Context: an optimization exercise on an open-source flow, tuned for small area, a short achievable clock period and few clock cycles per item. The choices shown serve that exercise and are no tape-out recipe.
Where RTL was checked, it was by simulation tests only, not by an equivalence proof against the original.
No activity file was given, so power comes from the tool's default toggle rates.

## wip/delta
// averaged_current_sense
module averaged_current_sense (
  input  wire logic                            clk,
  input  wire logic                            rst,
  input  wire logic                            s_valid,
  output logic                                 s_ready,
  input  wire logic [acs_pkg::CH_W-1:0]        s_channel,
  input  wire logic                            s_kind,
  input  wire logic [acs_pkg::SAMPLE_BITS-1:0] s_sample,
  output logic                                 r_valid,
  input  wire logic                            r_ready,
  output logic [acs_pkg::CH_W-1:0]             r_channel,
  output logic                                 r_kind,
  output logic [acs_pkg::SAMPLE_BITS-1:0]      r_average,
  output logic [acs_pkg::MA_W-1:0]             r_current_ma,
  input  wire logic                            cfg_we,
  input  wire logic [acs_pkg::CFG_IDX_W-1:0]   cfg_index,
  input  wire logic [acs_pkg::CFG_W-1:0]       cfg_data
);
export LEC_CHECK = 0
export ABC_AREA = 1
export ABC_CLOCK_PERIOD_IN_PS = 3500
export CAP_MARGIN = 20
export CORE_MARGIN = 2
export CORE_UTILIZATION = 40
export CTS_BUF_LIST = sky130_fd_sc_hd__clkbuf_4 sky130_fd_sc_hd__clkbuf_8
export CTS_CLUSTER_SIZE = 30
export SETUP_SLACK_MARGIN = 4.7
export SLEW_MARGIN = 20
create_clock -name core_clock -period 8.5 [get_ports {clk}]
standard.sh (not shown) runs the stock make flow with config.mk's settings and CLKGATE_MAP_FILE= SYNTH_SCRIPT=/design/flow/synth_recipe.tcl, a recipe that flattens the netlist after the stock synthesis.
==> flow/flow/run.sh <==
#!/bin/bash
# The standard layout, with buf_2 port buffers and resizing not held to a cell's footprint.
bash standard.sh MATCH_CELL_FOOTPRINT=0 "BUFFER_PORTS_ARGS=-buffer_cell sky130_fd_sc_hd__buf_2" finish > standard.log 2>&1
Relative to wip/delta, the following input files were edited for wip/willow:
--- a/flow/design.v
+++ b/flow/design.v
@@ -310,37 +310,39 @@
   logic [acs_pkg::SAMPLE_BITS-1:0] zero_offset [acs_pkg::CHANNELS];
   logic [acs_pkg::SAMPLE_BITS-1:0] off;
   logic [acs_pkg::SAMPLE_BITS-1:0] corrected;
   always_ff @(posedge clk) begin
     if (rst) p1_valid <= 1'b0;
     else if (!stall) p1_valid <= dv[NS] || l_last;
     if (!stall) begin
       p1_ch   <= l_last ? j_ch    : dch[NS];
       p1_kind <= l_last ? j_kind  : dk[NS];
       p1_avg  <= l_last ? l_q_n   : dq[NS];
     end
   end
-  assign off       = zero_offset[p1_ch];
-  assign corrected = (p1_avg > off) ? p1_avg - off : '0;
+  assign off = zero_offset[p1_ch];
+  logic [acs_pkg::SAMPLE_BITS:0] c_diff;
+  assign c_diff    = {1'b0, p1_avg} - {1'b0, off};
+  assign corrected = c_diff[acs_pkg::SAMPLE_BITS] ? '0 : c_diff[acs_pkg::SAMPLE_BITS-1:0];
   localparam int TW = acs_pkg::SAMPLE_BITS + 2;
   logic [TW-1:0] t_a, t_b, t_c, t_x, t_y, t_diff;
   logic          p1_pass;
   always_comb begin
     t_a    = TW'(p1_avg);
     t_b    = ~(TW'(off));
     t_c    = ~(TW'(deadband));
     t_x    = t_a ^ t_b ^ t_c;
     t_y    = {((t_a & t_b) | (t_a & t_c) | (t_b & t_c)), 1'b1};
     t_diff = t_x - ~t_y;
-    p1_pass = !p1_kind && ((deadband == '0) || ((p1_avg > off) && !t_diff[TW-1]));
+    p1_pass = !p1_kind && ((deadband == '0) || !t_diff[TW-1]);
   end
   always_ff @(posedge clk) begin
     if (rst) begin
       for (int i = 0; i < acs_pkg::CHANNELS; i++) zero_offset[i] <= '0;
     end else if (!stall && p1_valid && p1_kind) begin
       zero_offset[p1_ch] <= p1_avg;
     end
   end
   localparam int PW = acs_pkg::PROD_W;
   localparam int FW = acs_pkg::Q_FRAC;
   logic                            p2_valid;
   logic [acs_pkg::CH_W-1:0]        p2_ch;
Findings:
- Hold slack: wip/delta vs wip/willow, no meaningful difference
- Part of the power in registers: wip/willow vs wip/delta down 0.8 points
- wip/willow against wip/delta: met1 global-route usage higher; clock-cell share of area higher; total setup buffers inserted after CTS higher; post-layout instance count excluding filler cells higher; synthesized area roughly the same.
- wip/willow can be clocked slower than wip/delta.
- The register-to-register slack reported for wip/willow is smaller than that of wip/delta by 0.04 ns.
- In terms of adder-cell share of the synthesized area, wip/willow and wip/delta differ only marginally.
- wip/delta has lower routed wirelength normalized by instance count than wip/willow.
Function was not checked in any run of this note: the RTL went through the layout flow alone.

averaged_current_sense, a different RTL version from the one above (not shown whole).
Size in the first run: about 530 flip-flops, roughly 31000 um2 of cells after synthesis.
export LEC_CHECK = 0
export ABC_CLOCK_PERIOD_IN_PS = 3500
export CAP_MARGIN = 20
export CORE_MARGIN = 2
export CORE_UTILIZATION = 40
export SETUP_SLACK_MARGIN = 4.7
export SLEW_MARGIN = 20
create_clock -name core_clock -period 8.5 [get_ports {clk}]
Scripts as last shown in full above: flow/flow/run.sh
The first run completed with no timing, DRC or antenna violations.
Testbench counts at the start, summed over its fixed seeds: cycles 16,657, items 4,813.
Then changed:
--- a/flow/design.v
+++ b/flow/design.v
@@ -352,46 +352,48 @@
     if (!stall) begin
       p2_ch   <= p1_ch;
       p2_kind <= p1_kind;
       p2_avg  <= p1_avg;
       p2_pass <= p1_pass;
       p2_corr <= corrected;
     end
   end
   logic [PW-1:0] row_a;
   logic [PW-1:0] row_b;
   logic [FW:0]   low_sum;
-  localparam int GW = acs_pkg::GAIN_W + 2;
-  logic [GW-1:0] gain3;
-  always_ff @(posedge clk) gain3 <= GW'(gain) + GW'({gain, 1'b0});
-  logic [PW-1:0] r0 [6];
-  logic [PW-1:0] r1 [4];
-  logic [PW-1:0] r2 [3];
+  logic [PW-1:0] r0 [12];
+  logic [PW-1:0] r1 [8];
+  logic [PW-1:0] r2 [6];
+  logic [PW-1:0] r3 [4];
+  logic [PW-1:0] r4 [3];
   always_comb begin
-    for (int i = 0; i < 6; i++) begin
-      case (p2_corr[2*i +: 2])
-        2'd1:    r0[i] = PW'(gain) << (2*i);
-        2'd2:    r0[i] = PW'({gain, 1'b0}) << (2*i);
-        2'd3:    r0[i] = PW'(gain3) << (2*i);
-        default: r0[i] = '0;
-      endcase
-    end
-    for (int i = 0; i < 2; i++) begin
+    for (int i = 0; i < 12; i++) r0[i] = p2_corr[i] ? (PW'(gain) << i) : '0;
+    for (int i = 0; i < 4; i++) begin
       r1[2*i]   = r0[3*i] ^ r0[3*i+1] ^ r0[3*i+2];
       r1[2*i+1] = ((r0[3*i] & r0[3*i+1]) | (r0[3*i] & r0[3*i+2]) | (r0[3*i+1] & r0[3*i+2])) << 1;
     end
-    r2[0] = r1[0] ^ r1[1] ^ r1[2];
-    r2[1] = ((r1[0] & r1[1]) | (r1[0] & r1[2]) | (r1[1] & r1[2])) << 1;
-    r2[2] = r1[3];
-    row_a   = r2[0] ^ r2[1] ^ r2[2];
-    row_b   = ((r2[0] & r2[1]) | (r2[0] & r2[2]) | (r2[1] & r2[2])) << 1;
+    for (int i = 0; i < 2; i++) begin
+      r2[2*i]   = r1[3*i] ^ r1[3*i+1] ^ r1[3*i+2];
+      r2[2*i+1] = ((r1[3*i] & r1[3*i+1]) | (r1[3*i] & r1[3*i+2]) | (r1[3*i+1] & r1[3*i+2])) << 1;
+    end
+    r2[4] = r1[6];
+    r2[5] = r1[7];
+    for (int i = 0; i < 2; i++) begin
+      r3[2*i]   = r2[3*i] ^ r2[3*i+1] ^ r2[3*i+2];
+      r3[2*i+1] = ((r2[3*i] & r2[3*i+1]) | (r2[3*i] & r2[3*i+2]) | (r2[3*i+1] & r2[3*i+2])) << 1;
+    end
+    r4[0] = r3[0] ^ r3[1] ^ r3[2];
+    r4[1] = ((r3[0] & r3[1]) | (r3[0] & r3[2]) | (r3[1] & r3[2])) << 1;
+    r4[2] = r3[3];
+    row_a   = r4[0] ^ r4[1] ^ r4[2];
+    row_b   = ((r4[0] & r4[1]) | (r4[0] & r4[2]) | (r4[1] & r4[2])) << 1;
     low_sum = (FW+1)'(row_a[FW-1:0]) + (FW+1)'(row_b[FW-1:0]);
   end
   logic                            p3_valid;
   logic [acs_pkg::CH_W-1:0]        p3_ch;
   logic                            p3_kind;
   logic [acs_pkg::SAMPLE_BITS-1:0] p3_avg;
   logic                            p3_pass;
   logic [PW-FW-1:0]                p3_a;
   logic [PW-FW-1:0]                p3_b;
   logic                            p3_c;
   logic [PW-FW-1:0]                scaled;
@@ -402,23 +404,25 @@
     if (!stall) begin
       p3_ch   <= p2_ch;
       p3_kind <= p2_kind;
       p3_avg  <= p2_avg;
       p3_pass <= p2_pass;
       p3_a    <= row_a[PW-1:FW];
       p3_b    <= row_b[PW-1:FW];
       p3_c    <= low_sum[FW];
     end
   end
   assign scaled = p3_a + p3_b + (PW-FW)'(p3_c);
-  assign ma = !p3_pass ? '0 : acs_pkg::MA_W'(scaled);
+  assign ma = !p3_pass ? '0 :
+              (scaled[PW-FW-1:acs_pkg::MA_W] != '0) ? {acs_pkg::MA_W{1'b1}} :
+              scaled[acs_pkg::MA_W-1:0];
   always_ff @(posedge clk) begin
     if (rst) r_valid <= 1'b0;
     else if (!stall) r_valid <= p3_valid;
     if (!stall) begin
       r_channel    <= p3_ch;
       r_kind       <= p3_kind;
       r_average    <= p3_avg;
       r_current_ma <= ma;
     end
   end
 endmodule
- worst setup slack gets better by 90 ps
- synthesized cell count falls by a quarter to a third
- wire length falls by a quarter to a third
- non-clock buffer count falls by 20
- combinational power falls by a quarter to a third
- worst hold slack hardly moves
No functional check of the RTL was part of the second run of this note.

averaged_current_sense, a different RTL version from the one above (not shown whole).
Size in the first run: ~430 flip-flops, about 75 I/O pins, ~0.022 mm^2 of cells after synthesis.
Settings: LEC_CHECK=0, ABC_CLOCK_PERIOD_IN_PS=3500, CAP_MARGIN=20, CORE_MARGIN=2, CORE_UTILIZATION=40, CTS_BUF_LIST=sky130_fd_sc_hd__clkbuf_4 sky130_fd_sc_hd__clkbuf_8, SETUP_SLACK_MARGIN=4.7, SLEW_MARGIN=20; clock period 8.5 ns.
run.sh (not shown) runs the stock make flow with config.mk's settings and CLKGATE_MAP_FILE= SYNTH_SCRIPT=/design/flow/synth_recipe.tcl, a recipe that flattens the netlist after the stock synthesis.
Stock flow here: none of the scripts above is used.
==> next run, changes <==
--- a/flow/design.v
+++ b/flow/design.v
@@ -45,31 +45,24 @@
 );
   logic                            sk_valid;
   logic [acs_pkg::CH_W-1:0]        sk_ch;
   logic                            sk_kind;
   logic [acs_pkg::SAMPLE_BITS-1:0] sk_sample;
   logic                            take;
-  logic                            ready_q;    
-  assign s_ready  = ready_q;
+  assign s_ready  = !sk_valid;
   assign take     = s_valid && !sk_valid;
   assign n_valid  = sk_valid || take;
   assign n_ch     = sk_valid ? sk_ch     : s_channel;
   assign n_kind   = sk_valid ? sk_kind   : s_kind;
   assign n_sample = sk_valid ? sk_sample : s_sample;
   always_ff @(posedge clk) begin
-    if (rst) begin
-      sk_valid <= 1'b0;
-      ready_q  <= 1'b1;
-    end else if (hold) begin
-      if (take) begin
-        sk_valid <= 1'b1;
-        ready_q  <= 1'b0;
-      end
+    if (rst) sk_valid <= 1'b0;
+    else if (hold) begin
+      if (take) sk_valid <= 1'b1;
     end else begin
       sk_valid <= 1'b0;
-      ready_q  <= 1'b1;
     end
     if (hold && take) begin
       sk_ch     <= s_channel;
       sk_kind   <= s_kind;
       sk_sample <= s_sample;
     end
@@ -306,24 +299,12 @@
       p1_kind <= l_last ? j_kind  : dk[NS];
       p1_avg  <= l_last ? l_q_n   : dq[NS];
     end
   end
   assign off       = zero_offset[p1_ch];
   assign corrected = (p1_avg > off) ? p1_avg - off : '0;
-  localparam int TW = acs_pkg::SAMPLE_BITS + 2;
-  logic [TW-1:0] t_a, t_b, t_c, t_x, t_y, t_diff;
-  logic          p1_pass;
-  always_comb begin
-    t_a    = TW'(p1_avg);
-    t_b    = ~(TW'(off));
-    t_c    = ~(TW'(deadband));
-    t_x    = t_a ^ t_b ^ t_c;
-    t_y    = {((t_a & t_b) | (t_a & t_c) | (t_b & t_c)), 1'b1};
-    t_diff = t_x - ~t_y;
-    p1_pass = !p1_kind && ((deadband == '0) || ((p1_avg > off) && !t_diff[TW-1]));
-  end
   always_ff @(posedge clk) begin
     if (rst) begin
       for (int i = 0; i < acs_pkg::CHANNELS; i++) zero_offset[i] <= '0;
     end else if (!stall && p1_valid && p1_kind) begin
       zero_offset[p1_ch] <= p1_avg;
     end
@@ -340,13 +321,13 @@
     if (rst) p2_valid <= 1'b0;
     else if (!stall) p2_valid <= p1_valid;
     if (!stall) begin
       p2_ch   <= p1_ch;
       p2_kind <= p1_kind;
       p2_avg  <= p1_avg;
-      p2_pass <= p1_pass;
+      p2_pass <= !p1_kind && (corrected >= deadband);
       p2_corr <= corrected;
     end
   end
   logic [PW-1:0] row_a;
   logic [PW-1:0] row_b;
   logic [FW:0]   low_sum;
Sequential power drops by about 2%.
Wire length shrinks by 3.8%.
Sequential share of layout area barely changes.
Worst hold slack improved by 0.0072 ns.
Global-route usage shrinks by 0.35 points.
Register-to-register slack gets worse by 0.29 ns.
Core utilization stays flat.
Setup slack got worse by 0.29 ns.
Clock-buffer cell count came out higher by 13.
Clock skew shrinks by 0.015 ns.
Cell area barely changes.
Area after synthesis barely changes.
Function was not checked in any run of this note: the RTL went through the layout flow alone.

## port drivers added, routing unchanged
How much do the figures lean on ideal ports? The routed layouts below were timed once more, with nothing changed but the port constraints. Step 1 (the two cells are an assumption about what drives the block):
set clk [get_ports {clk}]
set_driving_cell -lib_cell sky130_fd_sc_hd__clkbuf_16 $clk
set_driving_cell -lib_cell sky130_fd_sc_hd__buf_2 [delete_from_list [all_inputs] $clk]
Step 2 adds t to the input delays and takes it off the output delays; t is the mean of the earliest and latest rising clock arrival at the registers after step 1. Input paths then give back, and output paths get back, about the clock's delay inside the block. Slacks: ideal ports / drivers / drivers and shift; pairs: ideal ports / drivers.
run	shift t [ns]	slack for setup (ns)	hold slack, ns	worst slew at a driven data input, ns	cell pins on the clock port's net
wip/delta	0.758	4.884 / 4.917 / 4.170	0.386 / 0.386 / 0.386	0.06	1
wip/willow	0.738	4.862 / 4.879 / 4.162	0.383 / 0.383 / 0.383	0.10	1
the first run of note 2	0.685	4.654 / 4.654 / 4.147	0.417 / 0.417 / 0.417	0.12	1
the second run of note 2	0.606	4.744 / 4.744 / 4.300	0.417 / 0.417 / 0.417	0.05	1
the first run of note 3	0.670	4.472 / 4.472 / 3.944	0.410 / 0.410 / 0.410	0.07	1
the second run of note 3	0.704	4.179 / 4.179 / 4.141	0.417 / 0.417 / 0.417	0.05	1
After both steps setup and hold are still met in every run listed. For wip/delta, which loses most, drivers alone change the setup slack by +0.033 ns; drivers and shift together by -0.714 ns.
